What follows belongs to an exercise in optimizing a design on an open flow for small area; a production flow would make more cautious choices.
Function was checked by simulation only, so behaviour that the tests miss may differ from the original.
No driver is modelled on the clock port, so clocking that relies on it looks cheaper here than on a real chip.
Power is estimated from default activity; no workload was simulated.

lane 1:
## mcm_chip
module mcm_chip (
	input  logic                               clk,
	input  logic                               rst_n_i,
	input  logic                               spi_clk_i,
	input  logic                               spi_scsn_i,
	input  logic                               spi_mosi_i,
	output logic                               spi_miso_o,
	input  logic [2*4-1:0]        quad_i,
	input  logic [3*4-1:0]        limit_i,
	output logic [4-1:0]          intrpt_o
);
For scale: roughly 1400 cells after synthesis, roughly 30 I/O pins, about 15000 um^2 of cells after synthesis.
export LEC_CHECK = 0
export CAP_MARGIN = 0
export CORE_MARGIN = 2
export CORE_UTILIZATION = 60
export HOLD_SLACK_MARGIN = 0
export SLEW_MARGIN = 0
export SYNTH_HIERARCHICAL = 1
create_clock -name core_clock -period 5.0 [get_ports {clk}]
standard.sh (not shown) runs the stock make flow with config.mk's settings and CLKGATE_MAP_FILE= SYNTH_SCRIPT=/design/flow/synth_recipe.tcl, a recipe that flattens the netlist after the stock synthesis.
==> flow/flow/run.sh <==
#!/bin/bash
# Standard layout with three changes: small port buffers, no CTS dummy
# loads, and a power (area) recovery pass after CTS. make's output goes to
# standard.log; each ORFS step keeps its own log under orfs/logs.
set -euo pipefail
here=$(pwd)
export BUFFER_PORTS_ARGS="-buffer_cell sky130_fd_sc_hd__buf_1"
export CTS_ARGS="-sink_clustering_enable -repair_clock_nets -dont_use_dummy_load -buf_list sky130_fd_sc_hd__clkbuf_4 -sink_clustering_size 10 -sink_clustering_max_diameter 40"
export POST_CTS_TCL="$here/flow/post_cts.tcl"
bash standard.sh > standard.log 2>&1
==> flow/flow/post_cts.tcl <==
# after CTS and its timing repair: size down cells that have slack to spare
puts "post_cts: recovering area on paths with slack"
estimate_parasitics -placement
repair_timing -recover_power 100 -verbose
detailed_placement
check_placement -verbose
report_design_area
The inputs of lane 2 differ from those of lane 1 as listed below.
diff --git a/flow/design.v b/flow/design.v
--- a/flow/design.v
+++ b/flow/design.v
@@ -27,14 +27,27 @@
 		logic ll;
 		logic index;
 	} limit_pins_t;
 	typedef logic [3-1:0] intrpt_status_t;
 	typedef logic [4-1:0] slot_mask_t;
 endpackage
 `timescale 1ns/1ps
+module spi_sr_bit
+(
+	input  logic load_i,
+	input  logic load_bit_i,
+	input  logic shift_i,
+	input  logic shift_bit_i,
+	input  logic hold_i,
+	input  logic q_i,
+	output logic d_o
+);
+	assign d_o = (load_i & load_bit_i) | (shift_i & shift_bit_i) | (hold_i & q_i);
+endmodule
+`timescale 1ns/1ps
 module quad_cnt_bit_p
 (
 	input  logic q_i,
 	input  logic c_i,
 	input  logic up_i,
 	input  logic load_i,
 	input  logic d_i,
@@ -226,38 +239,53 @@
 	always_ff @(posedge clk)
 		reply_data_q[31:3] <= reply_data_d;
 	assign reply_addr_ok = reply_c4_q | reply_c2_q;
 	assign reply_hi_ok   = reply_c2_q & reply_in_range_q;
 	assign reply_lo_ok   = reply_addr_ok & reply_in_range_q;
 	assign sr_shift = shift_q && sclk_rise &&
 		(((bit_cnt_q >= 7'd13) && (bit_cnt_q <= 7'd24)) || (bit_cnt_q >= 7'd32));
+	logic [43:0] sr_load;
+	logic [43:0] sr_load_en;
+	logic [43:0] sr_d;
+	logic        sr_shift_only;
+	logic        sr_hold;
+	assign sr_load = {reply_c4_q, reply_c2_q, 1'b0, reply_addr_q, 1'b0, reply_data_q};
+	assign sr_load_en = {{3{frame_start}}, {8{frame_start & reply_addr_ok}}, frame_start,
+		{29{frame_start & reply_hi_ok}}, {3{frame_start & reply_lo_ok}}};
+	assign sr_shift_only = sr_shift & ~frame_start;
+	assign sr_hold       = ~sr_shift & ~frame_start;
+	for (genvar i = 0; i < 44; i++)
+	begin : g_sr
+		spi_sr_bit i_sr_bit (
+			.load_i      (sr_load_en[i]),
+			.load_bit_i  (sr_load[i]),
+			.shift_i     (sr_shift_only),
+			.shift_bit_i ((i == 0) ? mosi_s : sr_q[(i == 0) ? 0 : i-1]),
+			.hold_i      (sr_hold),
+			.q_i         (sr_q[i]),
+			.d_o         (sr_d[i])
+		);
+	end
+	always_ff @(posedge clk)
+		sr_q <= sr_d;
 	always_ff @(posedge clk)
 	begin
 		if (frame_start)
 		begin
-			sr_q      <= {reply_c4_q, reply_c2_q, 1'b0,
-				reply_addr_q & {8{reply_addr_ok}}, 1'b0,
-				reply_data_q[31:3] & {29{reply_hi_ok}},
-				reply_data_q[2:0] & {3{reply_lo_ok}}};
 			lvl0_q    <= pin_sync_q[0];
 			hi_zero_q <= 1'b1;
 		end
-		else
+		else if (shift_q && sclk_rise)
 		begin
-			if (sr_shift)
-				sr_q <= {sr_q[42:0], mosi_s};
-			if (shift_q && sclk_rise)
-			begin
-				if (bit_cnt_q == 7'd0)
-					lead_q <= mosi_s;
-				else if (bit_cnt_q[6])
-					lead_q <= sr_q[43];
-				if ((bit_cnt_q >= 7'd1) && (bit_cnt_q <= 7'd12) && mosi_s)
-					hi_zero_q <= 1'b0;
-			end
+			if (bit_cnt_q == 7'd0)
+				lead_q <= mosi_s;
+			else if (bit_cnt_q[6])
+				lead_q <= sr_q[43];
+			if ((bit_cnt_q >= 7'd1) && (bit_cnt_q <= 7'd12) && mosi_s)
+				hi_zero_q <= 1'b0;
 		end
 	end
 	always_comb
 	begin
 		if (!lvl0_q)
 		begin
 			tx_valid = ((bit_cnt_q >= 7'd13) && (bit_cnt_q <= 7'd23)) ||
Results
Between lane 1 and lane 2, clock group power decreased.
Min final-layout non-clock buffer area share across lane 2 and lane 1: lane 1
Lane 1 → lane 2: worst-margin pin slew climbed 0.066 ns; average size of a mapped cell dropped about 3.4%; first-iteration DRC count climbed 213.
Count of cells along the worst register-to-register path (lane 2 over lane 1): increase, about 5%
Between lane 2 and lane 1, met2 routed wirelength is lower for lane 1, lane 2 comes in above that.
Lane 2 ended with more combinational fraction of design power than lane 1.
Lane 1 fits on a die that is larger than the die of lane 2.
Sort lane 2 and lane 1 by post-synthesis to final-layout area growth asc -> top: lane 2
Lower total power goes to lane 2 over lane 1.
Cells: lane 2 has more instances than lane 1
Against lane 1 as the reference, lane 2 delivers a higher worst-case setup margin in the final layout.
Last element of the critical path = i_mcm_top.g_slot[3].count_q[31]$_DFF_PN0_: lane 2; last element of the critical path = i_mcm_top.g_slot[1].count_q[31]$_DFF_PN0_: lane 1
Lane 2 vs lane 1 on worst hold slack: lane 2 is the lower one.

-- what the ideal ports hide --
No port has a modelled driver above. Below, the same layouts with a new extraction and two added sets of constraints.
Step 1: set_driving_cell puts a clkbuf_16 on clk and a buf_2 on each other input, an assumption about the parent block.
Step 2 times the ports against the registers' clock, not the clock port: input delays grow and output delays shrink by t, the midpoint of the rising clock arrivals with the driver on.
Slacks: no drivers / after step 1 / after step 2; pairs: no drivers / after step 1.
run | t (ns) | setup slack, ns | worst hold slack (ns)
lane 1 | 0.694 | 0.509 / 0.509 / 0.509 | 0.328 / 0.324 / 0.328
lane 2 | 0.678 | 0.565 / 0.565 / 0.565 | 0.193 / 0.177 / 0.320
After both steps every run listed still meets setup and hold.
